Background: an optimization exercise with open tools, aiming at small area and few clock cycles per item. Do not read the settings as production practice. In this exercise RTL edits were held to simulation tests only and were not proved equivalent to the original.

==> design/flow/design.v <==
package sosg_pkg;
    localparam int unsigned PHASE_BITS_DEF      = 32;
    localparam int unsigned TABLE_ADDR_BITS_DEF = 10;
    localparam int unsigned SAMPLE_BITS_DEF     = 16;
    localparam int unsigned CELL_BITS = 8;
    localparam int unsigned AMP_BITS       = 15;
    localparam int unsigned STEP_BITS      = 32;
    localparam int unsigned APB_DATA_BITS  = 32;
    localparam int unsigned APB_ADDR_BITS  = 3;
    localparam logic [AMP_BITS-1:0]  AMP_RESET  = 15'd2048;
    localparam logic [STEP_BITS-1:0] STEP_RESET = 32'd0;
    localparam logic REG_AMPLITUDE  = 1'b0;
    localparam logic REG_PHASE_STEP = 1'b1;
    localparam int unsigned IN_DATA_BITS = 8;
    typedef struct packed {
        logic [AMP_BITS-1:0]  amplitude;
        logic [STEP_BITS-1:0] phase_step;
    } cfg_t;
    typedef struct packed {
        logic restart;
        logic block_end;
        logic carry;
    } cell_ctl_t;
endpackage
module sosg_add32 (
    input  logic [31:0] a,
    input  logic [31:0] b,
    output logic [31:0] s
);
    logic [10:0] s_lo;
    logic [10:0] s_mid;
    logic [9:0]  s_hi;
    logic [10:0] ones_mid;
    logic [9:0]  ones_hi;
    logic        c_lo;
    logic        c_mid0;
    logic        c_mid;
    logic        c_hi0;
    sosg_rca #(.W(11)) u_lo (
        .a (a[10:0]),  .b (b[10:0]),  .ci (1'b0), .s (s_lo),  .co (c_lo)
    );
    sosg_rca #(.W(11)) u_mid (
        .a (a[21:11]), .b (b[21:11]), .ci (1'b0), .s (s_mid), .co (c_mid0)
    );
    sosg_rca #(.W(10)) u_hi (
        .a (a[31:22]), .b (b[31:22]), .ci (1'b0), .s (s_hi),  .co (c_hi0)
    );
    assign ones_mid[0] = 1'b1;
    assign ones_hi[0]  = 1'b1;
    genvar i;
    generate
        for (i = 1; i < 11; i++)
        begin : g_mid
            assign ones_mid[i] = ones_mid[i-1] & s_mid[i-1];
        end
        for (i = 1; i < 10; i++)
        begin : g_hi
            assign ones_hi[i] = ones_hi[i-1] & s_hi[i-1];
        end
    endgenerate
    assign c_mid = c_mid0 | (c_lo & ones_mid[10] & s_mid[10]);
    assign s     = {s_hi ^ ({10{c_mid}} & ones_hi), s_mid ^ ({11{c_lo}} & ones_mid), s_lo};
endmodule
module sosg_rca #(
    parameter int unsigned W = 8
) (
    input  logic [W-1:0] a,
    input  logic [W-1:0] b,
    input  logic         ci,
    output logic [W-1:0] s,
    output logic         co
);
    logic [W:0] c;
    assign c[0] = ci;
    genvar i;
    generate
        for (i = 0; i < W; i++)
        begin : g_bit
            sosg_fa u_fa (
                .a  (a[i]),
                .b  (b[i]),
                .c  (c[i]),
                .s  (s[i]),
                .co (c[i+1])
            );
        end
    endgenerate
    assign co = c[W];
endmodule
module sosg_qrom (
    input  logic [10:0] addr,
    output logic [15:0] data
);
    logic [6:0] x;
    logic [2:0] c;
    logic [17:0] u;
    logic [8:0] sl;
    logic e;
    logic [18:0] p;
    assign x = addr[9:3];
    assign c = addr[2:0];
    always_comb
    begin
        case (x)
            7'd0: u = 18'd4;
            7'd1: u = 18'd3220;
            7'd2: u = 18'd6436;
            7'd3: u = 18'd9654;
            7'd4: u = 18'd12868;
            7'd5: u = 18'd16079;
            7'd6: u = 18'd19295;
            7'd7: u = 18'd22494;
            7'd8: u = 18'd25703;
            7'd9: u = 18'd28900;
            7'd10: u = 18'd32092;
            7'd11: u = 18'd35284;
            7'd12: u = 18'd38466;
            7'd13: u = 18'd41646;
            7'd14: u = 18'd44823;
            7'd15: u = 18'd47986;
            7'd16: u = 18'd51149;
            7'd17: u = 18'd54303;
            7'd18: u = 18'd57445;
            7'd19: u = 18'd60573;
            7'd20: u = 18'd63698;
            7'd21: u = 18'd66812;
            7'd22: u = 18'd69921;
            7'd23: u = 18'd73019;
            7'd24: u = 18'd76103;
            7'd25: u = 18'd79172;
            7'd26: u = 18'd82234;
            7'd27: u = 18'd85280;
            7'd28: u = 18'd88318;
            7'd29: u = 18'd91343;
            7'd30: u = 18'd94350;
            7'd31: u = 18'd97340;
            7'd32: u = 18'd100322;
            7'd33: u = 18'd103287;
            7'd34: u = 18'd106236;
            7'd35: u = 18'd109169;
            7'd36: u = 18'd112086;
            7'd37: u = 18'd114991;
            7'd38: u = 18'd117868;
            7'd39: u = 18'd120735;
            7'd40: u = 18'd123581;
            7'd41: u = 18'd126407;
            7'd42: u = 18'd129212;
            7'd43: u = 18'd132002;
            7'd44: u = 18'd134775;
            7'd45: u = 18'd137524;
            7'd46: u = 18'd140250;
            7'd47: u = 18'd142959;
            7'd48: u = 18'd145644;
            7'd49: u = 18'd148306;
            7'd50: u = 18'd150951;
            7'd51: u = 18'd153564;
            7'd52: u = 18'd156166;
            7'd53: u = 18'd158734;
            7'd54: u = 18'd161287;
            7'd55: u = 18'd163807;
            7'd56: u = 18'd166309;
            7'd57: u = 18'd168782;
            7'd58: u = 18'd171230;
            7'd59: u = 18'd173655;
            7'd60: u = 18'd176055;
            7'd61: u = 18'd178420;
            7'd62: u = 18'd180766;
            7'd63: u = 18'd183077;
            7'd64: u = 18'd185367;
            7'd65: u = 18'd187630;
            7'd66: u = 18'd189863;
            7'd67: u = 18'd192071;
            7'd68: u = 18'd194236;
            7'd69: u = 18'd196391;
            7'd70: u = 18'd198503;
            7'd71: u = 18'd200590;
            7'd72: u = 18'd202647;
            7'd73: u = 18'd204668;
            7'd74: u = 18'd206664;
            7'd75: u = 18'd208630;
            7'd76: u = 18'd210560;
            7'd77: u = 18'd212458;
            7'd78: u = 18'd214330;
            7'd79: u = 18'd216166;
            7'd80: u = 18'd217968;
            7'd81: u = 18'd219742;
            7'd82: u = 18'd221479;
            7'd83: u = 18'd223183;
            7'd84: u = 18'd224852;
            7'd85: u = 18'd226495;
            7'd86: u = 18'd228092;
            7'd87: u = 18'd229663;
            7'd88: u = 18'd231192;
            7'd89: u = 18'd232695;
            7'd90: u = 18'd234159;
            7'd91: u = 18'd235588;
            7'd92: u = 18'd236978;
            7'd93: u = 18'd238340;
            7'd94: u = 18'd239661;
            7'd95: u = 18'd240944;
            7'd96: u = 18'd242199;
            7'd97: u = 18'd243407;
            7'd98: u = 18'd244582;
            7'd99: u = 18'd245724;
            7'd100: u = 18'd246826;
            7'd101: u = 18'd247895;
            7'd102: u = 18'd248916;
            7'd103: u = 18'd249910;
            7'd104: u = 18'd250862;
            7'd105: u = 18'd251772;
            7'd106: u = 18'd252654;
            7'd107: u = 18'd253492;
            7'd108: u = 18'd254295;
            7'd109: u = 18'd255055;
            7'd110: u = 18'd255780;
            7'd111: u = 18'd256468;
            7'd112: u = 18'd257108;
            7'd113: u = 18'd257719;
            7'd114: u = 18'd258290;
            7'd115: u = 18'd258823;
            7'd116: u = 18'd259311;
            7'd117: u = 18'd259767;
            7'd118: u = 18'd260180;
            7'd119: u = 18'd260550;
            7'd120: u = 18'd260887;
            7'd121: u = 18'd261183;
            7'd122: u = 18'd261439;
            7'd123: u = 18'd261653;
            7'd124: u = 18'd261837;
            7'd125: u = 18'd261972;
            7'd126: u = 18'd262071;
            7'd127: u = 18'd262130;
            default: u = 18'd0;
        endcase
    end
    always_comb
    begin
        case (x)
            7'd0: sl = 9'd402;
            7'd1: sl = 9'd402;
            7'd2: sl = 9'd402;
            7'd3: sl = 9'd401;
            7'd4: sl = 9'd401;
            7'd5: sl = 9'd401;
            7'd6: sl = 9'd399;
            7'd7: sl = 9'd401;
            7'd8: sl = 9'd399;
            7'd9: sl = 9'd399;
            7'd10: sl = 9'd399;
            7'd11: sl = 9'd398;
            7'd12: sl = 9'd398;
            7'd13: sl = 9'd397;
            7'd14: sl = 9'd395;
            7'd15: sl = 9'd395;
            7'd16: sl = 9'd393;
            7'd17: sl = 9'd391;
            7'd18: sl = 9'd391;
            7'd19: sl = 9'd391;
            7'd20: sl = 9'd390;
            7'd21: sl = 9'd389;
            7'd22: sl = 9'd387;
            7'd23: sl = 9'd385;
            7'd24: sl = 9'd383;
            7'd25: sl = 9'd383;
            7'd26: sl = 9'd381;
            7'd27: sl = 9'd380;
            7'd28: sl = 9'd378;
            7'd29: sl = 9'd375;
            7'd30: sl = 9'd374;
            7'd31: sl = 9'd373;
            7'd32: sl = 9'd371;
            7'd33: sl = 9'd369;
            7'd34: sl = 9'd367;
            7'd35: sl = 9'd365;
            7'd36: sl = 9'd362;
            7'd37: sl = 9'd359;
            7'd38: sl = 9'd358;
            7'd39: sl = 9'd355;
            7'd40: sl = 9'd353;
            7'd41: sl = 9'd351;
            7'd42: sl = 9'd349;
            7'd43: sl = 9'd347;
            7'd44: sl = 9'd343;
            7'd45: sl = 9'd341;
            7'd46: sl = 9'd339;
            7'd47: sl = 9'd335;
            7'd48: sl = 9'd333;
            7'd49: sl = 9'd331;
            7'd50: sl = 9'd327;
            7'd51: sl = 9'd325;
            7'd52: sl = 9'd321;
            7'd53: sl = 9'd319;
            7'd54: sl = 9'd315;
            7'd55: sl = 9'd313;
            7'd56: sl = 9'd309;
            7'd57: sl = 9'd306;
            7'd58: sl = 9'd303;
            7'd59: sl = 9'd299;
            7'd60: sl = 9'd295;
            7'd61: sl = 9'd293;
            7'd62: sl = 9'd289;
            7'd63: sl = 9'd287;
            7'd64: sl = 9'd283;
            7'd65: sl = 9'd279;
            7'd66: sl = 9'd275;
            7'd67: sl = 9'd271;
            7'd68: sl = 9'd269;
            7'd69: sl = 9'd263;
            7'd70: sl = 9'd261;
            7'd71: sl = 9'd257;
            7'd72: sl = 9'd253;
            7'd73: sl = 9'd250;
            7'd74: sl = 9'd246;
            7'd75: sl = 9'd241;
            7'd76: sl = 9'd238;
            7'd77: sl = 9'd235;
            7'd78: sl = 9'd230;
            7'd79: sl = 9'd226;
            7'd80: sl = 9'd222;
            7'd81: sl = 9'd217;
            7'd82: sl = 9'd213;
            7'd83: sl = 9'd209;
            7'd84: sl = 9'd205;
            7'd85: sl = 9'd199;
            7'd86: sl = 9'd196;
            7'd87: sl = 9'd191;
            7'd88: sl = 9'd188;
            7'd89: sl = 9'd183;
            7'd90: sl = 9'd179;
            7'd91: sl = 9'd174;
            7'd92: sl = 9'd171;
            7'd93: sl = 9'd165;
            7'd94: sl = 9'd161;
            7'd95: sl = 9'd156;
            7'd96: sl = 9'd151;
            7'd97: sl = 9'd147;
            7'd98: sl = 9'd143;
            7'd99: sl = 9'd138;
            7'd100: sl = 9'd133;
            7'd101: sl = 9'd127;
            7'd102: sl = 9'd124;
            7'd103: sl = 9'd119;
            7'd104: sl = 9'd114;
            7'd105: sl = 9'd111;
            7'd106: sl = 9'd105;
            7'd107: sl = 9'd100;
            7'd108: sl = 9'd95;
            7'd109: sl = 9'd91;
            7'd110: sl = 9'd86;
            7'd111: sl = 9'd81;
            7'd112: sl = 9'd77;
            7'd113: sl = 9'd71;
            7'd114: sl = 9'd67;
            7'd115: sl = 9'd61;
            7'd116: sl = 9'd57;
            7'd117: sl = 9'd51;
            7'd118: sl = 9'd47;
            7'd119: sl = 9'd42;
            7'd120: sl = 9'd37;
            7'd121: sl = 9'd31;
            7'd122: sl = 9'd27;
            7'd123: sl = 9'd23;
            7'd124: sl = 9'd17;
            7'd125: sl = 9'd13;
            7'd126: sl = 9'd7;
            7'd127: sl = 9'd3;
            default: sl = 9'd0;
        endcase
    end
    always_comb
    begin
        case (addr[9:0])
            10'd31: e = 1'b1;
            10'd117: e = 1'b1;
            10'd170: e = 1'b1;
            10'd250: e = 1'b1;
            10'd292: e = 1'b1;
            10'd317: e = 1'b1;
            10'd338: e = 1'b1;
            10'd410: e = 1'b1;
            10'd413: e = 1'b1;
            10'd460: e = 1'b1;
            10'd477: e = 1'b1;
            10'd517: e = 1'b1;
            10'd533: e = 1'b1;
            10'd546: e = 1'b1;
            10'd549: e = 1'b1;
            10'd585: e = 1'b1;
            10'd607: e = 1'b1;
            10'd659: e = 1'b1;
            10'd674: e = 1'b1;
            10'd692: e = 1'b1;
            10'd707: e = 1'b1;
            10'd731: e = 1'b1;
            10'd763: e = 1'b1;
            10'd765: e = 1'b1;
            10'd781: e = 1'b1;
            10'd804: e = 1'b1;
            10'd813: e = 1'b1;
            10'd818: e = 1'b1;
            10'd820: e = 1'b1;
            10'd836: e = 1'b1;
            10'd860: e = 1'b1;
            10'd883: e = 1'b1;
            10'd898: e = 1'b1;
            10'd905: e = 1'b1;
            10'd906: e = 1'b1;
            10'd907: e = 1'b1;
            10'd908: e = 1'b1;
            10'd923: e = 1'b1;
            10'd941: e = 1'b1;
            10'd955: e = 1'b1;
            10'd956: e = 1'b1;
            10'd963: e = 1'b1;
            10'd970: e = 1'b1;
            10'd971: e = 1'b1;
            10'd972: e = 1'b1;
            10'd973: e = 1'b1;
            10'd974: e = 1'b1;
            10'd981: e = 1'b1;
            default: e = 1'b0;
        endcase
    end
    logic [18:0] ra, rb, g, t;
    logic [3:0] cl;
    logic [18:3] ch;
    logic t1;
    logic t2;
    logic t3;
    logic t4;
    logic t5;
    logic t6;
    logic t7;
    logic t8;
    logic t9;
    logic t10;
    logic t11;
    logic t12;
    logic t13;
    logic t14;
    logic t15;
    logic t16;
    logic t17;
    logic t18;
    logic t19;
    logic t20;
    logic t21;
    logic t22;
    logic t23;
    logic t24;
    logic t25;
    logic t26;
    logic t27;
    logic t28;
    logic t29;
    logic t30;
    logic t31;
    logic t32;
    logic t33;
    logic t34;
    logic t35;
    logic t36;
    logic t37;
    logic t38;
    logic t39;
    logic t40;
    logic t41;
    logic t42;
    logic t43;
    logic t44;
    logic t45;
    logic t46;
    logic t47;
    logic t48;
    assign t1 = u[3] ^ (sl[3] & c[0]);
    assign t2 = u[3] & (sl[3] & c[0]);
    assign t3 = u[4] ^ (sl[4] & c[0]);
    assign t4 = u[4] & (sl[4] & c[0]);
    assign t5 = u[5] ^ (sl[5] & c[0]);
    assign t6 = u[5] & (sl[5] & c[0]);
    assign t7 = u[6] ^ (sl[6] & c[0]);
    assign t8 = u[6] & (sl[6] & c[0]);
    assign t9 = u[7] ^ (sl[7] & c[0]);
    assign t10 = u[7] & (sl[7] & c[0]);
    assign t11 = u[8] ^ (sl[8] & c[0]);
    assign t12 = u[8] & (sl[8] & c[0]);
    assign t13 = u[2] ^ (sl[2] & c[0]);
    assign t14 = u[2] & (sl[2] & c[0]);
    sosg_fa u_fa_t15 (.a((sl[2] & c[1])), .b((sl[1] & c[2])), .c(e), .s(t15), .co(t16));
    sosg_fa u_fa_t17 (.a((sl[3] & c[1])), .b((sl[2] & c[2])), .c(t3), .s(t17), .co(t18));
    sosg_fa u_fa_t19 (.a((sl[4] & c[1])), .b((sl[3] & c[2])), .c(t5), .s(t19), .co(t20));
    sosg_fa u_fa_t21 (.a((sl[5] & c[1])), .b((sl[4] & c[2])), .c(t7), .s(t21), .co(t22));
    sosg_fa u_fa_t23 (.a((sl[6] & c[1])), .b((sl[5] & c[2])), .c(t9), .s(t23), .co(t24));
    sosg_fa u_fa_t25 (.a((sl[7] & c[1])), .b((sl[6] & c[2])), .c(t11), .s(t25), .co(t26));
    sosg_fa u_fa_t27 (.a(u[9]), .b((sl[8] & c[1])), .c((sl[7] & c[2])), .s(t27), .co(t28));
    assign t29 = u[1] ^ (sl[1] & c[0]);
    assign t30 = u[1] & (sl[1] & c[0]);
    sosg_fa u_fa_t31 (.a((sl[1] & c[1])), .b((sl[0] & c[2])), .c(t13), .s(t31), .co(t32));
    sosg_fa u_fa_t33 (.a(t1), .b(t15), .c(t14), .s(t33), .co(t34));
    sosg_fa u_fa_t35 (.a(t2), .b(t17), .c(t16), .s(t35), .co(t36));
    sosg_fa u_fa_t37 (.a(t4), .b(t19), .c(t18), .s(t37), .co(t38));
    sosg_fa u_fa_t39 (.a(t6), .b(t21), .c(t20), .s(t39), .co(t40));
    sosg_fa u_fa_t41 (.a(t8), .b(t23), .c(t22), .s(t41), .co(t42));
    sosg_fa u_fa_t43 (.a(t10), .b(t25), .c(t24), .s(t43), .co(t44));
    sosg_fa u_fa_t45 (.a(t12), .b(t27), .c(t26), .s(t45), .co(t46));
    sosg_fa u_fa_t47 (.a(u[10]), .b((sl[8] & c[2])), .c(t28), .s(t47), .co(t48));
    assign ra[0] = u[0];
    assign rb[0] = (sl[0] & c[0]);
    assign ra[1] = (sl[0] & c[1]);
    assign rb[1] = t29;
    assign ra[2] = t31;
    assign rb[2] = t30;
    assign ra[3] = t33;
    assign rb[3] = t32;
    assign ra[4] = t35;
    assign rb[4] = t34;
    assign ra[5] = t37;
    assign rb[5] = t36;
    assign ra[6] = t39;
    assign rb[6] = t38;
    assign ra[7] = t41;
    assign rb[7] = t40;
    assign ra[8] = t43;
    assign rb[8] = t42;
    assign ra[9] = t45;
    assign rb[9] = t44;
    assign ra[10] = t47;
    assign rb[10] = t46;
    assign ra[11] = u[11];
    assign rb[11] = t48;
    assign ra[12] = u[12];
    assign rb[12] = 1'b0;
    assign ra[13] = u[13];
    assign rb[13] = 1'b0;
    assign ra[14] = u[14];
    assign rb[14] = 1'b0;
    assign ra[15] = u[15];
    assign rb[15] = 1'b0;
    assign ra[16] = u[16];
    assign rb[16] = 1'b0;
    assign ra[17] = u[17];
    assign rb[17] = 1'b0;
    assign ra[18] = 1'b0;
    assign rb[18] = 1'b0;
    assign g = ra & rb;
    assign t = ra ^ rb;
    assign cl[0] = 1'b0;
    assign cl[1] = g[0] | (t[0] & cl[0]);
    assign cl[2] = g[1] | (t[1] & cl[1]);
    assign cl[3] = g[2] | (t[2] & cl[2]);
    logic pg0, pp0;
    assign pg0 = g[4] | (t[4] & g[3]);
    assign pp0 = t[4] & t[3];
    logic pg1, pp1;
    assign pg1 = g[6] | (t[6] & g[5]);
    assign pp1 = t[6] & t[5];
    logic pg2, pp2;
    assign pg2 = g[8] | (t[8] & g[7]);
    assign pp2 = t[8] & t[7];
    logic pg3, pp3;
    assign pg3 = g[10] | (t[10] & g[9]);
    assign pp3 = t[10] & t[9];
    logic pg4, pp4;
    assign pg4 = g[12] | (t[12] & g[11]);
    assign pp4 = t[12] & t[11];
    logic pg5, pp5;
    assign pg5 = g[14] | (t[14] & g[13]);
    assign pp5 = t[14] & t[13];
    logic pg6, pp6;
    assign pg6 = g[16] | (t[16] & g[15]);
    assign pp6 = t[16] & t[15];
    logic pg7, pp7;
    assign pg7 = g[5] | (t[5] & pg0);
    assign pp7 = t[5] & pp0;
    logic pg8, pp8;
    assign pg8 = pg1 | (pp1 & pg0);
    assign pp8 = pp1 & pp0;
    logic pg9, pp9;
    assign pg9 = g[9] | (t[9] & pg2);
    assign pp9 = t[9] & pp2;
    logic pg10, pp10;
    assign pg10 = pg3 | (pp3 & pg2);
    assign pp10 = pp3 & pp2;
    logic pg11, pp11;
    assign pg11 = g[13] | (t[13] & pg4);
    assign pp11 = t[13] & pp4;
    logic pg12, pp12;
    assign pg12 = pg5 | (pp5 & pg4);
    assign pp12 = pp5 & pp4;
    logic pg13, pp13;
    assign pg13 = g[17] | (t[17] & pg6);
    assign pp13 = t[17] & pp6;
    logic pg14, pp14;
    assign pg14 = g[7] | (t[7] & pg8);
    assign pp14 = t[7] & pp8;
    logic pg15, pp15;
    assign pg15 = pg2 | (pp2 & pg8);
    assign pp15 = pp2 & pp8;
    logic pg16, pp16;
    assign pg16 = pg9 | (pp9 & pg8);
    assign pp16 = pp9 & pp8;
    logic pg17, pp17;
    assign pg17 = pg10 | (pp10 & pg8);
    assign pp17 = pp10 & pp8;
    logic pg18, pp18;
    assign pg18 = g[15] | (t[15] & pg12);
    assign pp18 = t[15] & pp12;
    logic pg19, pp19;
    assign pg19 = pg6 | (pp6 & pg12);
    assign pp19 = pp6 & pp12;
    logic pg20, pp20;
    assign pg20 = pg13 | (pp13 & pg12);
    assign pp20 = pp13 & pp12;
    logic pg21, pp21;
    assign pg21 = g[11] | (t[11] & pg17);
    assign pp21 = t[11] & pp17;
    logic pg22, pp22;
    assign pg22 = pg4 | (pp4 & pg17);
    assign pp22 = pp4 & pp17;
    logic pg23, pp23;
    assign pg23 = pg11 | (pp11 & pg17);
    assign pp23 = pp11 & pp17;
    logic pg24, pp24;
    assign pg24 = pg12 | (pp12 & pg17);
    assign pp24 = pp12 & pp17;
    logic pg25, pp25;
    assign pg25 = pg18 | (pp18 & pg17);
    assign pp25 = pp18 & pp17;
    logic pg26, pp26;
    assign pg26 = pg19 | (pp19 & pg17);
    assign pp26 = pp19 & pp17;
    logic pg27, pp27;
    assign pg27 = pg20 | (pp20 & pg17);
    assign pp27 = pp20 & pp17;
    assign ch[3] = cl[3];
    assign ch[4] = g[3] | (t[3] & cl[3]);
    assign ch[5] = pg0 | (pp0 & cl[3]);
    assign ch[6] = pg7 | (pp7 & cl[3]);
    assign ch[7] = pg8 | (pp8 & cl[3]);
    assign ch[8] = pg14 | (pp14 & cl[3]);
    assign ch[9] = pg15 | (pp15 & cl[3]);
    assign ch[10] = pg16 | (pp16 & cl[3]);
    assign ch[11] = pg17 | (pp17 & cl[3]);
    assign ch[12] = pg21 | (pp21 & cl[3]);
    assign ch[13] = pg22 | (pp22 & cl[3]);
    assign ch[14] = pg23 | (pp23 & cl[3]);
    assign ch[15] = pg24 | (pp24 & cl[3]);
    assign ch[16] = pg25 | (pp25 & cl[3]);
    assign ch[17] = pg26 | (pp26 & cl[3]);
    assign ch[18] = pg27 | (pp27 & cl[3]);
    assign p[2:0] = '0;
    assign p[18:3] = t[18:3] ^ ch[18:3];
    assign data = {addr[10] | p[18], p[17:3]};
endmodule
module sosg_mul (
    input  logic [14:0] a,
    input  logic [14:0] b,
    output logic [14:0] p
);
    logic [16:0] ax;
    logic [15:0] bx;
    logic [7:0] one, two, sg, ns;
    logic [15:0] pp [0:7];
    logic [29:0] ra, rb, g, t;
    logic [15:0] cl;
    logic [29:15] ch;
    logic n1;
    logic n2;
    logic n3;
    logic n4;
    logic n5;
    logic n6;
    logic n7;
    logic n8;
    logic n9;
    logic n10;
    logic n11;
    logic n12;
    logic n13;
    logic n14;
    logic n15;
    logic n16;
    logic n17;
    logic n18;
    logic n19;
    logic n20;
    logic n21;
    logic n22;
    logic n23;
    logic n24;
    logic n25;
    logic n26;
    logic n27;
    logic n28;
    logic n29;
    logic n30;
    logic n31;
    logic n32;
    logic n33;
    logic n34;
    logic n35;
    logic n36;
    logic n37;
    logic n38;
    logic n39;
    logic n40;
    logic n41;
    logic n42;
    logic n43;
    logic n44;
    logic n45;
    logic n46;
    logic n47;
    logic n48;
    logic n49;
    logic n50;
    logic n51;
    logic n52;
    logic n53;
    logic n54;
    logic n55;
    logic n56;
    logic n57;
    logic n58;
    logic n59;
    logic n60;
    logic n61;
    logic n62;
    logic n63;
    logic n64;
    logic n65;
    logic n66;
    logic n67;
    logic n68;
    logic n69;
    logic n70;
    logic n71;
    logic n72;
    logic n73;
    logic n74;
    logic n75;
    logic n76;
    logic n77;
    logic n78;
    logic n79;
    logic n80;
    logic n81;
    logic n82;
    logic n83;
    logic n84;
    logic n85;
    logic n86;
    logic n87;
    logic n88;
    logic n89;
    logic n90;
    logic n91;
    logic n92;
    logic n93;
    logic n94;
    logic n95;
    logic n96;
    logic n97;
    logic n98;
    logic n99;
    logic n100;
    logic n101;
    logic n102;
    logic n103;
    logic n104;
    logic n105;
    logic n106;
    logic n107;
    logic n108;
    logic n109;
    logic n110;
    logic n111;
    logic n112;
    logic n113;
    logic n114;
    logic n115;
    logic n116;
    logic n117;
    logic n118;
    logic n119;
    logic n120;
    logic n121;
    logic n122;
    logic n123;
    logic n124;
    logic n125;
    logic n126;
    logic n127;
    logic n128;
    logic n129;
    logic n130;
    logic n131;
    logic n132;
    logic n133;
    logic n134;
    logic n135;
    logic n136;
    logic n137;
    logic n138;
    logic n139;
    logic n140;
    logic n141;
    logic n142;
    logic n143;
    logic n144;
    logic n145;
    logic n146;
    logic n147;
    logic n148;
    logic n149;
    logic n150;
    logic n151;
    logic n152;
    logic n153;
    logic n154;
    logic n155;
    logic n156;
    logic n157;
    logic n158;
    logic n159;
    logic n160;
    logic n161;
    logic n162;
    logic n163;
    logic n164;
    logic n165;
    logic n166;
    logic n167;
    logic n168;
    logic n169;
    logic n170;
    logic n171;
    logic n172;
    logic n173;
    logic n174;
    logic n175;
    logic n176;
    logic n177;
    logic n178;
    logic n179;
    logic n180;
    logic n181;
    logic n182;
    logic n183;
    logic n184;
    logic n185;
    logic n186;
    logic n187;
    logic n188;
    logic n189;
    logic n190;
    logic n191;
    logic n192;
    logic n193;
    logic n194;
    logic n195;
    logic n196;
    logic n197;
    logic n198;
    logic n199;
    logic n200;
    logic n201;
    logic n202;
    logic n203;
    logic n204;
    logic n205;
    logic n206;
    logic n207;
    logic n208;
    logic n209;
    logic n210;
    logic n211;
    logic n212;
    logic n213;
    logic n214;
    logic n215;
    logic n216;
    logic n217;
    logic n218;
    logic n219;
    logic n220;
    logic n221;
    logic n222;
    logic n223;
    logic n224;
    assign ax = {1'd0, a, 1'b0};
    assign bx = {b, 1'b0};
    genvar i, j;
    generate
        for (i = 0; i < 8; i++)
        begin : g_d
            assign one[i] = ax[2*i+1] ^ ax[2*i];
            assign two[i] = (ax[2*i+2] & ~ax[2*i+1] & ~ax[2*i]) | (~ax[2*i+2] & ax[2*i+1] & ax[2*i]);
            assign sg[i]  = ax[2*i+2] & ~(ax[2*i+1] & ax[2*i]);
            assign ns[i]  = ~sg[i];
            for (j = 0; j <= 15; j++)
            begin : g_b
                assign pp[i][j] = (((j < 15) ? (one[i] & b[j < 15 ? j : 0]) : 1'b0) | (two[i] & bx[j])) ^ sg[i];
            end
        end
    endgenerate
    assign n1 = pp[0][10] ^ pp[1][8];
    assign n2 = pp[0][10] & pp[1][8];
    assign n3 = pp[0][11] ^ pp[1][9];
    assign n4 = pp[0][11] & pp[1][9];
    sosg_fa u_fa0 (.a(pp[0][12]), .b(pp[1][10]), .c(pp[2][8]), .s(n5), .co(n6));
    assign n7 = pp[3][6] ^ pp[4][4];
    assign n8 = pp[3][6] & pp[4][4];
    sosg_fa u_fa1 (.a(pp[0][13]), .b(pp[1][11]), .c(pp[2][9]), .s(n9), .co(n10));
    assign n11 = pp[3][7] ^ pp[4][5];
    assign n12 = pp[3][7] & pp[4][5];
    sosg_fa u_fa2 (.a(pp[0][14]), .b(pp[1][12]), .c(pp[2][10]), .s(n13), .co(n14));
    sosg_fa u_fa3 (.a(pp[3][8]), .b(pp[4][6]), .c(pp[5][4]), .s(n15), .co(n16));
    assign n17 = pp[6][2] ^ pp[7][0];
    assign n18 = pp[6][2] & pp[7][0];
    sosg_fa u_fa4 (.a(pp[0][15]), .b(pp[1][13]), .c(pp[2][11]), .s(n19), .co(n20));
    sosg_fa u_fa5 (.a(pp[3][9]), .b(pp[4][7]), .c(pp[5][5]), .s(n21), .co(n22));
    assign n23 = pp[6][3] ^ pp[7][1];
    assign n24 = pp[6][3] & pp[7][1];
    sosg_fa u_fa6 (.a(ns[0]), .b(pp[1][14]), .c(pp[2][12]), .s(n25), .co(n26));
    sosg_fa u_fa7 (.a(pp[3][10]), .b(pp[4][8]), .c(pp[5][6]), .s(n27), .co(n28));
    sosg_fa u_fa8 (.a(pp[6][4]), .b(pp[7][2]), .c(1'b1), .s(n29), .co(n30));
    sosg_fa u_fa9 (.a(pp[1][15]), .b(pp[2][13]), .c(pp[3][11]), .s(n31), .co(n32));
    sosg_fa u_fa10 (.a(pp[4][9]), .b(pp[5][7]), .c(pp[6][5]), .s(n33), .co(n34));
    assign n35 = pp[7][3] ^ 1'b1;
    assign n36 = pp[7][3] & 1'b1;
    sosg_fa u_fa11 (.a(ns[1]), .b(pp[2][14]), .c(pp[3][12]), .s(n37), .co(n38));
    sosg_fa u_fa12 (.a(pp[4][10]), .b(pp[5][8]), .c(pp[6][6]), .s(n39), .co(n40));
    sosg_fa u_fa13 (.a(pp[2][15]), .b(pp[3][13]), .c(pp[4][11]), .s(n41), .co(n42));
    assign n43 = pp[5][9] ^ pp[6][7];
    assign n44 = pp[5][9] & pp[6][7];
    sosg_fa u_fa14 (.a(ns[2]), .b(pp[3][14]), .c(pp[4][12]), .s(n45), .co(n46));
    assign n47 = pp[3][15] ^ pp[4][13];
    assign n48 = pp[3][15] & pp[4][13];
    assign n49 = pp[0][6] ^ pp[1][4];
    assign n50 = pp[0][6] & pp[1][4];
    assign n51 = pp[0][7] ^ pp[1][5];
    assign n52 = pp[0][7] & pp[1][5];
    sosg_fa u_fa15 (.a(pp[0][8]), .b(pp[1][6]), .c(pp[2][4]), .s(n53), .co(n54));
    assign n55 = pp[3][2] ^ pp[4][0];
    assign n56 = pp[3][2] & pp[4][0];
    sosg_fa u_fa16 (.a(pp[0][9]), .b(pp[1][7]), .c(pp[2][5]), .s(n57), .co(n58));
    assign n59 = pp[3][3] ^ pp[4][1];
    assign n60 = pp[3][3] & pp[4][1];
    sosg_fa u_fa17 (.a(pp[2][6]), .b(pp[3][4]), .c(pp[4][2]), .s(n61), .co(n62));
    sosg_fa u_fa18 (.a(pp[5][0]), .b(sg[5]), .c(n1), .s(n63), .co(n64));
    sosg_fa u_fa19 (.a(pp[2][7]), .b(pp[3][5]), .c(pp[4][3]), .s(n65), .co(n66));
    sosg_fa u_fa20 (.a(pp[5][1]), .b(n3), .c(n2), .s(n67), .co(n68));
    sosg_fa u_fa21 (.a(pp[5][2]), .b(pp[6][0]), .c(sg[6]), .s(n69), .co(n70));
    sosg_fa u_fa22 (.a(n5), .b(n7), .c(n4), .s(n71), .co(n72));
    sosg_fa u_fa23 (.a(pp[5][3]), .b(pp[6][1]), .c(n9), .s(n73), .co(n74));
    sosg_fa u_fa24 (.a(n11), .b(n6), .c(n8), .s(n75), .co(n76));
    sosg_fa u_fa25 (.a(sg[7]), .b(n13), .c(n15), .s(n77), .co(n78));
    sosg_fa u_fa26 (.a(n17), .b(n10), .c(n12), .s(n79), .co(n80));
    sosg_fa u_fa27 (.a(n19), .b(n21), .c(n23), .s(n81), .co(n82));
    sosg_fa u_fa28 (.a(n14), .b(n16), .c(n18), .s(n83), .co(n84));
    sosg_fa u_fa29 (.a(n25), .b(n27), .c(n29), .s(n85), .co(n86));
    sosg_fa u_fa30 (.a(n20), .b(n22), .c(n24), .s(n87), .co(n88));
    sosg_fa u_fa31 (.a(n31), .b(n33), .c(n35), .s(n89), .co(n90));
    sosg_fa u_fa32 (.a(n26), .b(n28), .c(n30), .s(n91), .co(n92));
    sosg_fa u_fa33 (.a(pp[7][4]), .b(n37), .c(n39), .s(n93), .co(n94));
    sosg_fa u_fa34 (.a(n32), .b(n34), .c(n36), .s(n95), .co(n96));
    sosg_fa u_fa35 (.a(pp[7][5]), .b(1'b1), .c(n41), .s(n97), .co(n98));
    sosg_fa u_fa36 (.a(n43), .b(n38), .c(n40), .s(n99), .co(n100));
    sosg_fa u_fa37 (.a(pp[5][10]), .b(pp[6][8]), .c(pp[7][6]), .s(n101), .co(n102));
    sosg_fa u_fa38 (.a(n45), .b(n42), .c(n44), .s(n103), .co(n104));
    sosg_fa u_fa39 (.a(pp[5][11]), .b(pp[6][9]), .c(pp[7][7]), .s(n105), .co(n106));
    sosg_fa u_fa40 (.a(1'b1), .b(n47), .c(n46), .s(n107), .co(n108));
    sosg_fa u_fa41 (.a(ns[3]), .b(pp[4][14]), .c(pp[5][12]), .s(n109), .co(n110));
    sosg_fa u_fa42 (.a(pp[6][10]), .b(pp[7][8]), .c(n48), .s(n111), .co(n112));
    sosg_fa u_fa43 (.a(pp[4][15]), .b(pp[5][13]), .c(pp[6][11]), .s(n113), .co(n114));
    assign n115 = pp[7][9] ^ 1'b1;
    assign n116 = pp[7][9] & 1'b1;
    sosg_fa u_fa44 (.a(ns[4]), .b(pp[5][14]), .c(pp[6][12]), .s(n117), .co(n118));
    assign n119 = pp[5][15] ^ pp[6][13];
    assign n120 = pp[5][15] & pp[6][13];
    assign n121 = pp[0][4] ^ pp[1][2];
    assign n122 = pp[0][4] & pp[1][2];
    assign n123 = pp[0][5] ^ pp[1][3];
    assign n124 = pp[0][5] & pp[1][3];
    sosg_fa u_fa45 (.a(pp[2][2]), .b(pp[3][0]), .c(sg[3]), .s(n125), .co(n126));
    sosg_fa u_fa46 (.a(pp[2][3]), .b(pp[3][1]), .c(n51), .s(n127), .co(n128));
    sosg_fa u_fa47 (.a(sg[4]), .b(n53), .c(n55), .s(n129), .co(n130));
    sosg_fa u_fa48 (.a(n57), .b(n59), .c(n54), .s(n131), .co(n132));
    sosg_fa u_fa49 (.a(n61), .b(n63), .c(n58), .s(n133), .co(n134));
    sosg_fa u_fa50 (.a(n65), .b(n67), .c(n62), .s(n135), .co(n136));
    sosg_fa u_fa51 (.a(n69), .b(n71), .c(n66), .s(n137), .co(n138));
    sosg_fa u_fa52 (.a(n73), .b(n75), .c(n70), .s(n139), .co(n140));
    sosg_fa u_fa53 (.a(n77), .b(n79), .c(n74), .s(n141), .co(n142));
    sosg_fa u_fa54 (.a(n81), .b(n83), .c(n78), .s(n143), .co(n144));
    sosg_fa u_fa55 (.a(n85), .b(n87), .c(n82), .s(n145), .co(n146));
    sosg_fa u_fa56 (.a(n89), .b(n91), .c(n86), .s(n147), .co(n148));
    sosg_fa u_fa57 (.a(n93), .b(n95), .c(n90), .s(n149), .co(n150));
    sosg_fa u_fa58 (.a(n97), .b(n99), .c(n94), .s(n151), .co(n152));
    sosg_fa u_fa59 (.a(n101), .b(n103), .c(n98), .s(n153), .co(n154));
    sosg_fa u_fa60 (.a(n105), .b(n107), .c(n102), .s(n155), .co(n156));
    sosg_fa u_fa61 (.a(n109), .b(n111), .c(n106), .s(n157), .co(n158));
    sosg_fa u_fa62 (.a(n113), .b(n115), .c(n110), .s(n159), .co(n160));
    sosg_fa u_fa63 (.a(pp[7][10]), .b(n117), .c(n114), .s(n161), .co(n162));
    sosg_fa u_fa64 (.a(pp[7][11]), .b(1'b1), .c(n119), .s(n163), .co(n164));
    sosg_fa u_fa65 (.a(ns[5]), .b(pp[6][14]), .c(pp[7][12]), .s(n165), .co(n166));
    assign n167 = pp[6][15] ^ pp[7][13];
    assign n168 = pp[6][15] & pp[7][13];
    assign n169 = pp[0][2] ^ pp[1][0];
    assign n170 = pp[0][2] & pp[1][0];
    assign n171 = pp[0][3] ^ pp[1][1];
    assign n172 = pp[0][3] & pp[1][1];
    sosg_fa u_fa66 (.a(pp[2][0]), .b(sg[2]), .c(n121), .s(n173), .co(n174));
    sosg_fa u_fa67 (.a(pp[2][1]), .b(n123), .c(n122), .s(n175), .co(n176));
    sosg_fa u_fa68 (.a(n49), .b(n125), .c(n124), .s(n177), .co(n178));
    sosg_fa u_fa69 (.a(n50), .b(n127), .c(n126), .s(n179), .co(n180));
    sosg_fa u_fa70 (.a(n52), .b(n129), .c(n128), .s(n181), .co(n182));
    sosg_fa u_fa71 (.a(n56), .b(n131), .c(n130), .s(n183), .co(n184));
    sosg_fa u_fa72 (.a(n60), .b(n133), .c(n132), .s(n185), .co(n186));
    sosg_fa u_fa73 (.a(n64), .b(n135), .c(n134), .s(n187), .co(n188));
    sosg_fa u_fa74 (.a(n68), .b(n137), .c(n136), .s(n189), .co(n190));
    sosg_fa u_fa75 (.a(n72), .b(n139), .c(n138), .s(n191), .co(n192));
    sosg_fa u_fa76 (.a(n76), .b(n141), .c(n140), .s(n193), .co(n194));
    sosg_fa u_fa77 (.a(n80), .b(n143), .c(n142), .s(n195), .co(n196));
    sosg_fa u_fa78 (.a(n84), .b(n145), .c(n144), .s(n197), .co(n198));
    sosg_fa u_fa79 (.a(n88), .b(n147), .c(n146), .s(n199), .co(n200));
    sosg_fa u_fa80 (.a(n92), .b(n149), .c(n148), .s(n201), .co(n202));
    sosg_fa u_fa81 (.a(n96), .b(n151), .c(n150), .s(n203), .co(n204));
    sosg_fa u_fa82 (.a(n100), .b(n153), .c(n152), .s(n205), .co(n206));
    sosg_fa u_fa83 (.a(n104), .b(n155), .c(n154), .s(n207), .co(n208));
    sosg_fa u_fa84 (.a(n108), .b(n157), .c(n156), .s(n209), .co(n210));
    sosg_fa u_fa85 (.a(n112), .b(n159), .c(n158), .s(n211), .co(n212));
    sosg_fa u_fa86 (.a(n116), .b(n161), .c(n160), .s(n213), .co(n214));
    sosg_fa u_fa87 (.a(n118), .b(n163), .c(n162), .s(n215), .co(n216));
    sosg_fa u_fa88 (.a(n120), .b(n165), .c(n164), .s(n217), .co(n218));
    sosg_fa u_fa89 (.a(1'b1), .b(n167), .c(n166), .s(n219), .co(n220));
    sosg_fa u_fa90 (.a(ns[6]), .b(pp[7][14]), .c(n168), .s(n221), .co(n222));
    assign n223 = pp[7][15] ^ 1'b1;
    assign n224 = pp[7][15] & 1'b1;
    assign ra[0] = pp[0][0];
    assign rb[0] = sg[0];
    assign ra[1] = pp[0][1];
    assign rb[1] = 1'b0;
    assign ra[2] = sg[1];
    assign rb[2] = n169;
    assign ra[3] = n171;
    assign rb[3] = n170;
    assign ra[4] = n173;
    assign rb[4] = n172;
    assign ra[5] = n175;
    assign rb[5] = n174;
    assign ra[6] = n177;
    assign rb[6] = n176;
    assign ra[7] = n179;
    assign rb[7] = n178;
    assign ra[8] = n181;
    assign rb[8] = n180;
    assign ra[9] = n183;
    assign rb[9] = n182;
    assign ra[10] = n185;
    assign rb[10] = n184;
    assign ra[11] = n187;
    assign rb[11] = n186;
    assign ra[12] = n189;
    assign rb[12] = n188;
    assign ra[13] = n191;
    assign rb[13] = n190;
    assign ra[14] = n193;
    assign rb[14] = n192;
    assign ra[15] = n195;
    assign rb[15] = n194;
    assign ra[16] = n197;
    assign rb[16] = n196;
    assign ra[17] = n199;
    assign rb[17] = n198;
    assign ra[18] = n201;
    assign rb[18] = n200;
    assign ra[19] = n203;
    assign rb[19] = n202;
    assign ra[20] = n205;
    assign rb[20] = n204;
    assign ra[21] = n207;
    assign rb[21] = n206;
    assign ra[22] = n209;
    assign rb[22] = n208;
    assign ra[23] = n211;
    assign rb[23] = n210;
    assign ra[24] = n213;
    assign rb[24] = n212;
    assign ra[25] = n215;
    assign rb[25] = n214;
    assign ra[26] = n217;
    assign rb[26] = n216;
    assign ra[27] = n219;
    assign rb[27] = n218;
    assign ra[28] = n221;
    assign rb[28] = n220;
    assign ra[29] = n223;
    assign rb[29] = n222;
    assign g = ra & rb;
    assign t = ra ^ rb;
    assign cl[0] = 1'b0;
    genvar k;
    generate
        for (k = 0; k < 15; k++)
        begin : g_lo
            assign cl[k+1] = g[k] | (t[k] & cl[k]);
        end
    endgenerate
    logic gg0, gp0;
    assign gg0 = g[16] | (t[16] & g[15]);
    assign gp0 = t[16] & t[15];
    logic gg1, gp1;
    assign gg1 = g[18] | (t[18] & g[17]);
    assign gp1 = t[18] & t[17];
    logic gg2, gp2;
    assign gg2 = g[20] | (t[20] & g[19]);
    assign gp2 = t[20] & t[19];
    logic gg3, gp3;
    assign gg3 = g[22] | (t[22] & g[21]);
    assign gp3 = t[22] & t[21];
    logic gg4, gp4;
    assign gg4 = g[24] | (t[24] & g[23]);
    assign gp4 = t[24] & t[23];
    logic gg5, gp5;
    assign gg5 = g[26] | (t[26] & g[25]);
    assign gp5 = t[26] & t[25];
    logic gg6, gp6;
    assign gg6 = g[28] | (t[28] & g[27]);
    assign gp6 = t[28] & t[27];
    logic gg7, gp7;
    assign gg7 = g[17] | (t[17] & gg0);
    assign gp7 = t[17] & gp0;
    logic gg8, gp8;
    assign gg8 = gg1 | (gp1 & gg0);
    assign gp8 = gp1 & gp0;
    logic gg9, gp9;
    assign gg9 = g[21] | (t[21] & gg2);
    assign gp9 = t[21] & gp2;
    logic gg10, gp10;
    assign gg10 = gg3 | (gp3 & gg2);
    assign gp10 = gp3 & gp2;
    logic gg11, gp11;
    assign gg11 = g[25] | (t[25] & gg4);
    assign gp11 = t[25] & gp4;
    logic gg12, gp12;
    assign gg12 = gg5 | (gp5 & gg4);
    assign gp12 = gp5 & gp4;
    logic gg13, gp13;
    assign gg13 = g[19] | (t[19] & gg8);
    assign gp13 = t[19] & gp8;
    logic gg14, gp14;
    assign gg14 = gg2 | (gp2 & gg8);
    assign gp14 = gp2 & gp8;
    logic gg15, gp15;
    assign gg15 = gg9 | (gp9 & gg8);
    assign gp15 = gp9 & gp8;
    logic gg16, gp16;
    assign gg16 = gg10 | (gp10 & gg8);
    assign gp16 = gp10 & gp8;
    logic gg17, gp17;
    assign gg17 = g[27] | (t[27] & gg12);
    assign gp17 = t[27] & gp12;
    logic gg18, gp18;
    assign gg18 = gg6 | (gp6 & gg12);
    assign gp18 = gp6 & gp12;
    logic gg19, gp19;
    assign gg19 = g[23] | (t[23] & gg16);
    assign gp19 = t[23] & gp16;
    logic gg20, gp20;
    assign gg20 = gg4 | (gp4 & gg16);
    assign gp20 = gp4 & gp16;
    logic gg21, gp21;
    assign gg21 = gg11 | (gp11 & gg16);
    assign gp21 = gp11 & gp16;
    logic gg22, gp22;
    assign gg22 = gg12 | (gp12 & gg16);
    assign gp22 = gp12 & gp16;
    logic gg23, gp23;
    assign gg23 = gg17 | (gp17 & gg16);
    assign gp23 = gp17 & gp16;
    logic gg24, gp24;
    assign gg24 = gg18 | (gp18 & gg16);
    assign gp24 = gp18 & gp16;
    assign ch[15] = cl[15];
    assign ch[16] = g[15] | (t[15] & cl[15]);
    assign ch[17] = gg0 | (gp0 & cl[15]);
    assign ch[18] = gg7 | (gp7 & cl[15]);
    assign ch[19] = gg8 | (gp8 & cl[15]);
    assign ch[20] = gg13 | (gp13 & cl[15]);
    assign ch[21] = gg14 | (gp14 & cl[15]);
    assign ch[22] = gg15 | (gp15 & cl[15]);
    assign ch[23] = gg16 | (gp16 & cl[15]);
    assign ch[24] = gg19 | (gp19 & cl[15]);
    assign ch[25] = gg20 | (gp20 & cl[15]);
    assign ch[26] = gg21 | (gp21 & cl[15]);
    assign ch[27] = gg22 | (gp22 & cl[15]);
    assign ch[28] = gg23 | (gp23 & cl[15]);
    assign ch[29] = gg24 | (gp24 & cl[15]);
    assign p = t[29:15] ^ ch[29:15];
endmodule
module sosg_fa (
    input  logic a,
    input  logic b,
    input  logic c,
    output logic s,
    output logic co
);
    assign s  = a ^ b ^ c;
    assign co = (a & b) | (a & c) | (b & c);
endmodule
module sine_oscillator_sample_generator #(
    parameter int unsigned PHASE_BITS      = sosg_pkg::PHASE_BITS_DEF,
    parameter int unsigned TABLE_ADDR_BITS = sosg_pkg::TABLE_ADDR_BITS_DEF,
    parameter int unsigned SAMPLE_BITS     = sosg_pkg::SAMPLE_BITS_DEF
) (
    input  logic                                clk,
    input  logic                                rst_n,
    input  logic                                s_tvalid,
    output logic                                s_tready,
    input  logic [sosg_pkg::IN_DATA_BITS-1:0]   s_tdata,   
    input  logic                                s_tlast,
    output logic                                m_tvalid,
    input  logic                                m_tready,
    output logic [((SAMPLE_BITS+7)/8)*8-1:0]    m_tdata,   
    output logic                                m_tlast,
    input  logic                                psel,
    input  logic                                penable,
    input  logic                                pwrite,
    input  logic [sosg_pkg::APB_ADDR_BITS-1:0]  paddr,
    input  logic [sosg_pkg::APB_DATA_BITS-1:0]  pwdata,
    output logic [sosg_pkg::APB_DATA_BITS-1:0]  prdata,
    output logic                                pready
);
    logic [14:0] amplitude_reg;
    logic [31:0] phase_step_reg;
    logic        wr_en;
    logic        adv;
    logic        acc;
    logic        restart;
    logic [31:0] phase_reg;
    logic [31:0] phase_sum;
    logic [11:0] phase_top;
    logic [10:0] rom_addr;
    logic [9:0]  lower_set;
    logic [14:0] flip;
    logic [15:0] ent;
    logic [15:0] ent_reg;
    logic        neg1_reg;
    logic        last1_reg;
    logic        v1_reg;
    logic [14:0] prod;
    logic [14:0] mag;
    logic [14:0] mag_reg;
    logic        neg2_reg;
    logic        last2_reg;
    logic        v2_reg;
    assign pready = 1'b1;
    assign wr_en  = psel && penable && pwrite;
    always_ff @(posedge clk or negedge rst_n)
    begin
        if (!rst_n)
        begin
            amplitude_reg  <= sosg_pkg::AMP_RESET;
            phase_step_reg <= sosg_pkg::STEP_RESET;
        end
        else if (wr_en)
        begin
            if (paddr[2])
                phase_step_reg <= pwdata;
            else
                amplitude_reg  <= pwdata[14:0];
        end
    end
    assign prdata = paddr[2] ? phase_step_reg : {17'd0, amplitude_reg};
    assign adv      = !v2_reg || m_tready;
    assign s_tready = adv;
    assign acc      = s_tvalid && adv;
    assign restart  = s_tdata[0];
    sosg_add32 u_add (
        .a (phase_reg),
        .b (phase_step_reg),
        .s (phase_sum)
    );
    always_ff @(posedge clk or negedge rst_n)
    begin
        if (!rst_n)
            phase_reg <= '0;
        else if (acc)
            phase_reg <= restart ? phase_step_reg : phase_sum;
    end
    assign phase_top = phase_reg[31:20];
    assign lower_set[0] = 1'b0;
    genvar gi;
    generate
        for (gi = 1; gi < 10; gi++)
        begin : g_neg
            assign lower_set[gi] = lower_set[gi-1] | phase_top[gi-1];
        end
    endgenerate
    assign rom_addr = {phase_top[10] & !(lower_set[9] | phase_top[9]),
                       phase_top[9:0] ^ ({10{phase_top[10]}} & lower_set)};
    sosg_qrom u_qrom (
        .addr (rom_addr),
        .data (ent)
    );
    always_ff @(posedge clk or negedge rst_n)
    begin
        if (!rst_n)
        begin
            v1_reg <= 1'b0;
            v2_reg <= 1'b0;
        end
        else if (adv)
        begin
            v1_reg <= s_tvalid;
            v2_reg <= v1_reg;
        end
    end
    always_ff @(posedge clk)
    begin
        if (adv)
        begin
            ent_reg   <= restart ? 16'd0 : ent;
            neg1_reg  <= phase_top[11];
            last1_reg <= s_tlast;
            mag_reg   <= mag;
            neg2_reg  <= neg1_reg;
            last2_reg <= last1_reg;
        end
    end
    sosg_mul u_mul (
        .a (amplitude_reg),
        .b (ent_reg[14:0]),
        .p (prod)
    );
    assign mag = prod | (amplitude_reg & {15{ent_reg[15]}});
    assign m_tvalid = v2_reg;
    assign flip[0] = 1'b0;
    generate
        for (gi = 1; gi < 15; gi++)
        begin : g_flip
            assign flip[gi] = flip[gi-1] | (neg2_reg & mag_reg[gi-1]);
        end
    endgenerate
    assign m_tdata  = {flip[14] | (neg2_reg & mag_reg[14]), mag_reg ^ flip};
    assign m_tlast  = last2_reg;
endmodule
==> design/flow/flow/run.sh <==
#!/bin/bash
set -euo pipefail
export BUFFER_PORTS_ARGS="-buffer_cell sky130_fd_sc_hd__buf_1"
export CTS_ARGS="-sink_clustering_enable -repair_clock_nets -buf_list {sky130_fd_sc_hd__clkbuf_4 sky130_fd_sc_hd__clkbuf_8} -sink_clustering_size 30 -sink_clustering_max_diameter 80 -dont_use_dummy_load"
bash standard.sh > standard.log 2>&1
==> design/flow/standard.sh <==
#!/bin/bash
# synth_recipe.tcl (not shown) runs the flow's synth.tcl, then flattens the netlist and writes it again
# the make line also repeats each setting of config.mk as NAME=value (left out here)
make -C /OpenROAD-flow-scripts/flow DESIGN_CONFIG=/design/flow/config.mk WORK_HOME=/design/flow/orfs CLKGATE_MAP_FILE= SYNTH_SCRIPT=/design/flow/synth_recipe.tcl "${@:-finish}"
==> design/flow/config.mk <==
export PLATFORM = sky130hd
export DESIGN_NAME = sine_oscillator_sample_generator
export DESIGN_NICKNAME = sine_oscillator_sample_generator
export VERILOG_FILES = /design/flow/design.v
export SDC_FILE = /design/flow/constraint.sdc
export NUM_CORES = 4
export LEC_CHECK = 0
export ABC_AREA = 1
export CAP_MARGIN = 20
export CORE_MARGIN = 2
export CORE_UTILIZATION = 40
export CTS_BUF_LIST = sky130_fd_sc_hd__clkbuf_4 sky130_fd_sc_hd__clkbuf_8
export GPL_TIMING_DRIVEN = 0
export SETUP_SLACK_MARGIN = 0.2
export SLEW_MARGIN = 20
export SYNTH_HIERARCHICAL = 1
export SYNTH_MEMORY_MAX_BITS = 65536
export SYNTH_MINIMUM_KEEP_SIZE = 0
==> design/flow/constraint.sdc <==
create_clock -name core_clock -period 7.5 [get_ports {clk}]
set_input_delay 1.5000 -clock core_clock [delete_from_list [all_inputs] [get_ports {clk}]]
set_output_delay 1.5000 -clock core_clock [all_outputs]
set_load 0.01 [all_outputs]
==> run summary, run 1 <==
status=finished clean; Post-synth EDFFs=35; Distinct cells, synth=58; Starting Density=40.4%; max-slew violation count=0; I/O pin count=103; WHS=421 ps; CTS H-tree depth=4; Max-Cap Viols=0; Final #Nets=2746; worst min-delay path category=flop to flop; DR iter-0 viols=1629; CTS tree=built; crit path time final=7040 ps; total grt overflow=0; clock sink total=116; Post-synth ARST share=69.8%; vias in the first global route=17.5k; hold_buf cts=0; CTS Root Cell=clkbuf_8; Finished Cell Area=18500 sq um; Slew HR=32.3%; Reg clk slew, reported paths=60 ps; hpwl dp=55.8 mm; Max stage delay on crit path=720 ps; diode count=0; area share of the largest cell type after synthesis=16.7%; largest net degree at the start of global routing=32; FF+latch count, synth=116; final hold violation count=0; Layout Skew=43.3 ps; most used routing layer=met2; area grow syn2layout=9.31%; CP required=7680 ps; CP top delay family=simple AND/OR/NAND/NOR gates; fin crit share=93.9%; Slowest-stage cell, CP=clkbuf_1; Filler cells=4452; placed cell area=18100 sq um; vias per inst=5.81; commonest non-fill, non-tap cell in the layout=nand2_1; share of cells above drive strength 1=7.36%; CORE AREA=41900 sq um; RD Place Congestion=1.00; critical-path maximum fanout=10; commonest cells after routing, fill and taps aside=484 x nand2_1, 295 x inv_1, 186 x nor2_1, 160 x o21ai_0, 141 x fa_1; Pre-antenna DRT Iters=5; die span in y=210 um; Synth Flop Type=dfrtp_1; Crit path buffers/inverters=7; die width=210 um; GR met1 Demand/Resource=39.3%; slew of the pin with the lowest slew margin=1010 ps; Final setup violation count=0; Residual DRC=0; I/O Buffers=91; first-pass GRT wire length=105 mm; clock buffer depth=2; Syn Inst Count=2328; met3 Use GR=4.29%; RSZ-0062 raised after global routing=yes; synthesized area per cell=7.27 sq um; Row Count=75; sequential area share after synthesis=18.2%; met2 usage=53.5%; vias=17.4k; crit path capture type=flop; CTS Buf Count=17; fin cells=2999; initial antenna violation count=0; fmax=142 MHz; Post-Syn Area=16900 sq um; CP most frequent cell=nand2_1; placed insts=2968; synthesis warning total=11; crit path kind=flop to flop; Die ar.=44000 sq um; crit start category=flop; post-synth top area cell=fa_1; critical path arrival=7220 ps; ranking of synthesized cells by area=fa_1 17%, dfrtp_1 12%, nand2_1 11%; final WL=69.8 mm; per-cell routed wire length=23.3 um; gr usage total=31.9%; ANT nets after route=0; later-pin clock latency in the skew report=490 ps
logic make-up (layout without fill, tap and decap cells):
| kind of cell | count (synthesis) | in the layout | share of synthesized area [%] |
|---|---|---|---|
| other | 4 | 10 | 0.0887 |
| and+or+nand+nor | 899 | 899 | 23.1 |
| DFF | 116 | 116 | 18.2 |
| AOI/OAI and AO/OA | 492 | 492 | 17.2 |
| xor gates and xnor gates | 144 | 144 | 7.45 |
| adders and majority gates | 233 | 233 | 23.5 |
| buffers and inverters | 440 | 566 | 10.5 |
worst reg2reg max path: cells and delay by family, from the launching register on:
kind | cells | cell delay, ps
compound gates | 6 | 1180
xor+xnor | 1 | 280
fa+ha+maj | 4 | 1560
buf+inv | 7 | 1570
flops | 1 | 410
simple gates | 15 | 1730
path summary, 6_finish.rpt:
path                                from            endpoint  slack [ps]  cells after the start
hold reg to reg                 neg1_reg            neg2_reg         420                      0
hold / removal                  neg1_reg            neg2_reg         420                      0
setup reg to reg           phase_reg[22]         ent_reg[12]         460                     33
max in group asynchronous          rst_n   amplitude_reg[11]        5600                      3
setup / recovery           phase_reg[22]         ent_reg[12]         460                     33
min in group asynchronous          rst_n  phase_step_reg[20]        1020                      1
modules after synthesis (local to each module, per instance), excerpt:
| module | cells inside | flops+latches |
|---|---|---|
| sosg_add32 | 67 | 0 |
| sosg_fa | 1 | 0 |
| sine_oscillator_sample_generator | 642 | 116 |
| sosg_qrom | 907 | 0 |
| sosg_mul | 573 | 0 |
synthesized netlist by cell type, drive strengths merged (2+ instances only):
cell type,count
fa,141
a221oi,7
edfxtp,35
a21oi,86
nand3,118
a31oi,14
o221ai,6
o21ai,174
nand2,519
o21bai,18
o211ai,35
dfrtp,80
clkbuf,80
xor2,133
and3,2
buf,40
a22oi,6
nor3,22
o21a,3
a311oi,3
nand4,29
conb,4
nand3b,2
inv,319
o22ai,120
a211oi,2
a32oi,2
ha,92
xnor2,11
o2111ai,5
a21o,4
nor2,205
per-layer routing:
layer  vias to the layer above  share of wire (%)
met3                       234                7.1
met4                         0                6.3
li1                       7896                  -
met5                         -                  0
met2                       864                 47
met1                      8423                 40
layout make-up:
cell class                      count  area (sq um)  area share [%]
Multi-Input combinational cell   1778         12200            65.8
Sequential cell                   116          3080            16.6
Inverter                          320          1200            6.51
Tap cell                          539           674            3.64
Buffer                            120           603            3.26
Timing Repair Buffer              109           527            2.85
Clock buffer                       17           234            1.26
metrics by stage:
step	setup TNS (ps)	setup WS, ps	utilization (%)
after floorplan	0	1410	-
after global placement	-9760	-1080	42.9
after detailed placement	-1980	-405	43.2
after CTS	0	206	43.8
after global routing	0	186	44.2
final	0	459	44.2
timing repair:
item                                    CTS  global route
endpoints found under the setup margin   10            14
setup buffers                             1            13
gates resized for setup                   8            32
pin swaps                                 1             7
Testbench counts, summed over its fixed seeds: cycles 19,264, items 19,200.
==> inputs of run 2 (changes only) <==
==> design/flow/flow/run.sh (replaced) <==
#!/bin/bash
set -euo pipefail
export REMOVE_ABC_BUFFERS=1
export BUFFER_PORTS_ARGS="-buffer_cell sky130_fd_sc_hd__buf_1"
export CTS_ARGS="-sink_clustering_enable -repair_clock_nets -buf_list {sky130_fd_sc_hd__clkbuf_4 sky130_fd_sc_hd__clkbuf_8} -sink_clustering_size 30 -sink_clustering_max_diameter 80 -dont_use_dummy_load"
bash standard.sh > standard.log 2>&1
==> run summary, run 2 <==
largest net degree at the start of global routing=50; CP most frequent cell=nand2_1; RSZ-0062 raised after global routing=yes; status=finished clean; Slowest-stage cell, CP=dfrtp_2; critical-path maximum fanout=20; fmax=144 MHz; worst min-delay path category=flop to flop; per-cell routed wire length=20.7 um; Distinct cells, synth=58; crit path time final=6960 ps; Final setup violation count=0; Max-Cap Viols=0; hpwl dp=45.8 mm; die span in y=210 um; Residual DRC=0; crit path kind=flop to flop; slew of the pin with the lowest slew margin=1110 ps; CP required=7690 ps; FF+latch count, synth=116; cell with the most instances after synthesis=nand2_1; Row Count=75; max-slew violation count=0; Final #Nets=2648; worst r2r dst=ent_reg[12]; placed insts=2864; CTS tree=built; CORE AREA=41900 sq um; worst setup margin=536 ps; area share of the largest cell type after synthesis=16.7%; I/O Buffers=92; CTS H-tree depth=4; sequential area share after synthesis=18.2%; WHS=421 ps; DR iter-0 viols=1498; final WL=60.1 mm; fin crit share=92.9%; synthesized area per cell=7.27 sq um; later-pin clock latency in the skew report=470 ps; clock sink total=116; Layout Skew=35.1 ps; Max stage delay on crit path=510 ps; clock buffer depth=2; reg-to-reg startpoint=phase_reg[20]; vias per inst=5.72; R2R Setup Slk=540 ps; hold path start=last1_reg; Die ar.=44000 sq um; Post-Place Worst Slack=-430 ps; Filler cells=4333; crit start category=flop; Slew HR=25.8%; fin cells=2901; ranking of synthesized cells by area=fa_1 17%, dfrtp_1 12%, nand2_1 11%; Syn Inst Count=2328; share of cells above drive strength 1=7.41%; critical path arrival=7160 ps; CTS Root Cell=clkbuf_8; synthesis warning total=11; Starting Density=40.4%; Synth Flop Type=dfrtp_1; vias=16.6k; diode count=0; post-synth top area cell=fa_1; hold path depth=0; hold_buf cts=0; Post-Syn Area=16900 sq um; initial antenna violation count=1; I/O pin count=103; die width=210 um; total grt overflow=0; gr usage total=27.6%; RD Place Congestion=0.974; first-pass GRT wire length=94.3 mm; commonest non-fill, non-tap cell in the layout=nand2_1; commonest cells after routing, fill and taps aside=480 x nand2_1, 295 x inv_1, 182 x nor2_1, 161 x o21ai_0, 141 x fa_1; Reg clk slew, reported paths=50 ps; final hold violation count=0; Post-synth ARST share=69.8%; vias in the first global route=16.5k; Pre-antenna DRT Iters=6; Reg2Reg Depth=33; crit path capture type=flop; CTS Buf Count=17; ANT nets after route=0; area grow syn2layout=8.91%; setup TNS=0 ps; Min-Delay Endpoint=last2_reg; Post-synth EDFFs=35; top cells by count, synth=485 x nand2_1, 297 x inv_1, 190 x nor2_1
run 2: cell types whose count changed in the layout (fill, tap and decap cells not counted), moves of 5 or more:
| cell | change |
|---|---|
| clkbuf_1 | -72 |
| buf_2 | -14 |
| buf_16 | +8 |
| nor2_4 | +8 |
| clkbuf_2 | -7 |
| o21ai_1 | -6 |
| buf_4 | -5 |
| buf_6 | -5 |
| o21ai_2 | +5 |
run 2: kinds of logic (layout without fill, tap and decap cells):
| logic type | after synthesis | in the layout | share of synthesized area, % |
|---|---|---|---|
| buf+inv | 440 | 467 | 10.5 |
| simple gates | 899 | 900 | 23.1 |
| fa+ha+maj | 233 | 233 | 23.5 |
| flops | 116 | 116 | 18.2 |
| other cells | 4 | 10 | 0.0887 |
| xor+xnor | 144 | 144 | 7.45 |
| compound gates | 492 | 492 | 17.2 |
run 2: layout make-up:
type                    instances  area (sq um)  share of cell area, %
multi-input cells            1779         12300                   66.8
clock buffers                  17           234                   1.27
inverters                     320          1210                   6.58
flip-flops and latches        116          3080                   16.7
repair buffers                130           916                   4.97
well taps                     539           674                   3.66
run 2: stage by stage:
| stage | utilization (%) | cell area (sq um) |
|---|---|---|
| after floorplan | - | 16400 |
| after global placement | 41.6 | 17400 |
| after detailed placement | 42.9 | 18000 |
| after CTS | 43.7 | 18300 |
| after global routing | 44.1 | 18400 |
| final | 44.1 | 18400 |
run 2: repair_timing:
action | CTS | global route
endpoints found under the hold margin | 0 | 0
pin swaps | 2 | 4
buffers inserted | 9 | 10
endpoints found under the setup margin | 12 | 14
cloned | 0 | 1
gates resized for setup | 8 | 14
run 2: how the worst max path moves through the flow:
stage             startpoint          end  slack [ps]
2_1_floorplan  phase_reg[20]  ent_reg[12]        -750
3_3_place_gp   phase_reg[20]  ent_reg[12]       -5300
3_5_place_dp   phase_reg[20]  ent_reg[12]        -430
4_1_cts        phase_reg[20]  ent_reg[12]         200
5_1_grt        phase_reg[20]  ent_reg[12]         120
6_report       phase_reg[20]  ent_reg[12]         540
run 2: modules after synthesis (local to each module, per instance), excerpt:
module | times used | area [sq um] | cells
sosg_mul | 1 | 3590 | 573
sosg_add32 | 1 | 442 | 67
sosg_fa | 139 | 20.0 | 1
sosg_qrom | 1 | 4620 | 907
sine_oscillator_sample_generator | 1 | 5490 | 642
run 2: routing by layer:
layer	GRT usage, %	up-vias	share of wire, %
met5	0	-	0.022
met2	47.1	709	48
li1	-	7697	-
met3	3.98	162	6.3
met4	13.9	2	5.2
met1	34.2	8032	41
run 2: worst max-delay path: cells and delay by family (launching register included):
family                   cells  cell delay [ps]
AO/OA/AOI/OAI                7             1580
XOR/XNOR                     1              250
adder cells (fa/ha/maj)      4             1610
buffers and inverters        6              940
flip-flops                   1              510
AND/OR/NAND/NOR             15             1830

-- what the ideal ports hide --
The flow's constraints put no driver on any port. The routed layouts listed below were extracted and timed again, unchanged, in two steps. Step 1 assumes that a clkbuf_16 drives the clock port and a buf_2 every other input. Step 2 moves the port delays by t, midway between the first and last clock arrival at a register: inputs arrive t later, outputs are due t later. That takes back most of the time a late clock gives input paths. Slacks: no drivers / after step 1 / after step 2; pairs: no drivers / after step 1.
run	t, ns	slack for setup (ns)	worst setup path at the end
run 1	0.520	0.459 / 0.459 / 0.459	register to register
run 2	0.502	0.536 / 0.536 / 0.536	register to register
After both steps setup and hold are still met in every run listed.
